Background: an optimization exercise with open tools, aiming at small area, a short achievable clock period and few clock cycles. Do not read the settings as production practice. In this exercise RTL edits were held to simulation tests only and were not proved equivalent to the original. Power is estimated from default activity; no workload was simulated.

Setup of run A:
==> flow/design.v <==
`timescale 1ns/1ps
module kitten_tile_top (
    input  logic                                clk,
    input  logic                                rst_n,
    input  logic                                psel,
    input  logic                                penable,
    input  logic                                pwrite,
    input  logic [8-1:0]      paddr,
    input  logic [32-1:0]      pwdata,
    output logic                                pready,
    output logic [32-1:0]      prdata,
    output logic                                pslverr,
    input  logic                                tick_start,
    output logic                                tick_done,
    input  logic [3-1:0]          activity_hint,
    input  logic [16-1:0]        thresh_base,
    input  logic [8-1:0]         thresh_scale,
    input  logic [4*8-1:0] layer_key,
    output logic [4-1:0]              spike_out,
    output logic                                spike_valid,
    output logic [4*8-1:0] axis_state_out,
    output logic                                axis_write_en,
    output logic [3-1:0]          max_active_idx,
    output logic                                early_exit_flag
);
    localparam int LANES = 4;
    localparam int DEPTH = 8;
    localparam int V     = 16;
    localparam int W     = 8;
    localparam int AB    = 3;
    localparam int SLOTS = LANES * DEPTH;
    localparam int SUM_W = V + AB;
    localparam int PW    = 16 + 8;
    localparam int XW    = PW + 2;
    assign pready  = 1'b1;
    assign prdata  = '0;
    assign pslverr = 1'b0;
    logic [V-1:0]     bank [SLOTS];
    logic [SLOTS-1:0] nz_q;
    logic [SUM_W-1:0] sum_q [LANES];
    logic [V-1:0]     leak_q [LANES];
    logic             consume;
    logic             clear;
    logic [DEPTH-1:0] active;
    logic init_q;
    always_ff @(posedge clk or negedge rst_n) begin
        if (!rst_n)
            init_q <= 1'b0;
        else
            init_q <= 1'b1;
    end
    assign clear = consume | ~init_q;
    for (genvar w = 0; w < DEPTH; w++) begin : g_act
        assign active[w] = |nz_q[w*LANES +: LANES];
    end
    logic             wr_acc_q;
    logic [4:0]       wr_slot_q;
    logic             upd_q;
    logic [1:0]       upd_lane_q;
    logic [V-1:0]     new_q;
    logic [V-1:0]     old_q;
    logic [SUM_W-1:0] sel_q;
    logic [SLOTS-1:0] hit;
    logic [V-1:0]     old_rd;
    always_ff @(posedge clk or negedge rst_n) begin
        if (!rst_n) begin
            wr_acc_q <= 1'b0;
            upd_q    <= 1'b0;
        end else begin
            wr_acc_q <= psel & ~penable & pwrite;
            upd_q    <= wr_acc_q;
        end
    end
    for (genvar s = 0; s < SLOTS; s++) begin : g_hit
        assign hit[s] = (wr_slot_q == s);
    end
    always_comb begin
        old_rd = '0;
        for (int s = 0; s < SLOTS; s++)
            old_rd = old_rd | (bank[s] & {V{hit[s] & nz_q[s]}});
    end
    always_ff @(posedge clk) begin
        wr_slot_q  <= paddr[4:0];
        upd_lane_q <= wr_slot_q[1:0];
        new_q      <= pwdata[V-1:0];
        old_q      <= old_rd;
        sel_q      <= sum_q[wr_slot_q[1:0]];
    end
    for (genvar s = 0; s < SLOTS; s++) begin : g_slot
        always_ff @(posedge clk) begin
            if (wr_acc_q && hit[s])
                bank[s] <= pwdata[V-1:0];
        end
    end
    always_ff @(posedge clk) begin
        if (clear)
            nz_q <= '0;
        else if (wr_acc_q)
            nz_q[wr_slot_q] <= |pwdata[V-1:0];
    end
    logic [SUM_W-1:0] sum_upd;
    assign sum_upd = sel_q + {{AB{1'b0}}, new_q} - {{AB{1'b0}}, old_q};
    for (genvar l = 0; l < LANES; l++) begin : g_sum
        always_ff @(posedge clk) begin
            if (clear)
                sum_q[l] <= '0;
            else if (upd_q && upd_lane_q == l)
                sum_q[l] <= sum_upd;
        end
    end
    logic st1_q, st2_q, done_q;
    always_ff @(posedge clk or negedge rst_n) begin
        if (!rst_n) begin
            st1_q  <= 1'b0;
            st2_q  <= 1'b0;
            done_q <= 1'b0;
        end else begin
            st1_q  <= tick_start;
            st2_q  <= st1_q;
            done_q <= st2_q;
        end
    end
    assign consume       = st2_q;
    assign tick_done     = done_q;
    assign spike_valid   = done_q;
    assign axis_write_en = done_q;
    logic [DEPTH-1:0]             below;
    logic                         seen_q;
    logic [16-1:0] base_q;
    logic [8-1:0]  scale_q;
    for (genvar w = 0; w < DEPTH; w++) begin : g_below
        assign below[w] = (w < activity_hint);
    end
    always_ff @(posedge clk) begin
        seen_q  <= |(active & below);
        base_q  <= thresh_base;
        scale_q <= thresh_scale;
    end
    logic [PW-1:0] pp [8];
    logic [PW-1:0] r1 [6];
    logic [PW-1:0] r2 [4];
    logic [PW-1:0] r3 [3];
    logic [PW-1:0] ps, pc, ps_q, pc_q;
    for (genvar j = 0; j < 8; j++) begin : g_pp
        assign pp[j] = scale_q[j] ? (PW'(base_q) << j) : '0;
    end
    assign r1[0] = pp[0] ^ pp[1] ^ pp[2];
    assign r1[1] = ((pp[0] & pp[1]) | (pp[0] & pp[2]) | (pp[1] & pp[2])) << 1;
    assign r1[2] = pp[3] ^ pp[4] ^ pp[5];
    assign r1[3] = ((pp[3] & pp[4]) | (pp[3] & pp[5]) | (pp[4] & pp[5])) << 1;
    assign r1[4] = pp[6];
    assign r1[5] = pp[7];
    assign r2[0] = r1[0] ^ r1[1] ^ r1[2];
    assign r2[1] = ((r1[0] & r1[1]) | (r1[0] & r1[2]) | (r1[1] & r1[2])) << 1;
    assign r2[2] = r1[3] ^ r1[4] ^ r1[5];
    assign r2[3] = ((r1[3] & r1[4]) | (r1[3] & r1[5]) | (r1[4] & r1[5])) << 1;
    assign r3[0] = r2[0] ^ r2[1] ^ r2[2];
    assign r3[1] = ((r2[0] & r2[1]) | (r2[0] & r2[2]) | (r2[1] & r2[2])) << 1;
    assign r3[2] = r2[3];
    assign ps = r3[0] ^ r3[1] ^ r3[2];
    assign pc = ((r3[0] & r3[1]) | (r3[0] & r3[2]) | (r3[1] & r3[2])) << 1;
    always_ff @(posedge clk) begin
        ps_q <= ps;
        pc_q <= pc;
    end
    logic [AB-1:0] top_idx;
    always_comb begin
        top_idx = '0;
        for (int w = 0; w < DEPTH; w++)
            if (active[w])
                top_idx = w[AB-1:0];
    end
    logic [V:0] n_q [LANES];
    for (genvar l = 0; l < LANES; l++) begin : g_lane
        logic [V-1:0]  cur;
        logic [XW-1:0] a, b, c, us, uc, x;
        logic [V-1:0]  nsat, leak_next;
        logic          spk;
        logic [W-1:0]  key, kbind;
        assign cur = !seen_q ? '0 :
                     (|sum_q[l][SUM_W-1:V]) ? '1 : sum_q[l][V-1:0];
        always_ff @(posedge clk)
            n_q[l] <= {1'b0, leak_q[l]} + {1'b0, cur};
        assign a   = {2'b0, ps_q};
        assign b   = {2'b0, pc_q};
        assign c   = ~{{(XW-V-8){1'b0}}, n_q[l], 7'h7f};
        assign us  = a ^ b ^ c;
        assign uc  = ((a & b) | (a & c) | (b & c)) << 1;
        assign x   = us + uc;
        assign spk = x[XW-1];
        assign nsat      = n_q[l][V] ? '1 : n_q[l][V-1:0];
        assign leak_next = nsat - (nsat >> 3);
        always_ff @(posedge clk) begin
            if (!init_q)
                leak_q[l] <= '0;
            else if (st2_q)
                leak_q[l] <= spk ? '0 : leak_next;
        end
        assign key = layer_key[l*W +: W];
        for (genvar b = 0; b < W; b++) begin : g_bind
            if (b == 0)
                assign kbind[b] = key[0];
            else if (b == W - 1)
                assign kbind[b] = key[b] ^ (|key[b-1:0]) ^ key[0];
            else
                assign kbind[b] = key[b] ^ (|key[b-1:0]);
        end
        always_ff @(posedge clk) begin
            if (st2_q) begin
                spike_out[l] <= spk;
                axis_state_out[l*W +: W] <= spk ? kbind : '0;
            end
        end
    end
    always_ff @(posedge clk) begin
        if (st2_q) begin
            early_exit_flag <= ~seen_q;
            max_active_idx  <= seen_q ? top_idx : '0;
        end
    end
endmodule
export LEC_CHECK = 0
export CAP_MARGIN = 20
export CORE_MARGIN = 2
export CORE_UTILIZATION = 70
export CTS_CLUSTER_SIZE = 30
export PLACE_DENSITY = 0.78
export SLEW_MARGIN = 20
export TNS_END_PERCENT = 10
create_clock -name core_clock -period 10.0 [get_ports {clk}]
standard.sh (not shown) runs the stock make flow with config.mk's settings and CLKGATE_MAP_FILE= SYNTH_SCRIPT=/design/flow/synth_recipe.tcl, a recipe that flattens the netlist after the stock synthesis.
==> flow/flow/run.sh <==
#!/bin/bash
set -euo pipefail
cd "$(dirname "$0")/.."
bash standard.sh SETUP_SLACK_MARGIN=7 finish > make_finish.log 2>&1 || { tail -n 40 make_finish.log; exit 1; }
tail -n 5 make_finish.log
test -f out/final.def
Testbench counts of run A, summed over its fixed seeds: cycles 49,384.
Relative to run A, the following input files were edited for run B:
Settings: TNS_END_PERCENT: 10 -> unset.
Looking at end of the critical path, the axis_state_out[25] result is from run A; the axis_write_en one comes from run B.
Run B vs run A — routing usage on met3 rose 0.64 points.
Compared with run A, first-pass GRT wire length in run B increased by a few percent.
Taking run A as the reference, in run B register-to-register slack increased 0.07 ns; share of the cycle needed by the critical path after routing picked up an extra 0.15 points; fmax decreased by 0.47% relative to the old numbers.
Compared with run A, in run B clock edge transition at the registers on the reported setup and hold paths ~0 delta; power of the combinational group picked up an extra about 5.6%; standard cell core area has remained practically unchanged.

==> separate check: timing with driven ports <==
No port has a modelled driver above. Below, the same layouts with a new extraction and two added sets of constraints.
Step 1: set_driving_cell puts a clkbuf_16 on clk and a buf_2 on each other input, an assumption about the parent block.
Step 2 adds t to the input delays and takes it off the output delays; t is the mean of the earliest and latest rising clock arrival at the registers after step 1. Input paths then give back, and output paths get back, about the clock's delay inside the block.
a / b / c = ideal / step 1 / step 2; a / b = the first two.
| run | t (ns) | slack for setup (ns) | worst setup path after step 2 | pins driven straight from the clock port |
|---|---|---|---|---|
| run A | 0.699 | 6.805 / 6.740 / 6.199 | input to register | 1 |
| run B | 0.742 | 6.789 / 6.718 / 6.272 | input to register | 1 |
After both steps setup and hold are still met in every run listed. For run A, which loses most, drivers alone change the setup slack by -0.065 ns; drivers and shift together by -0.606 ns.
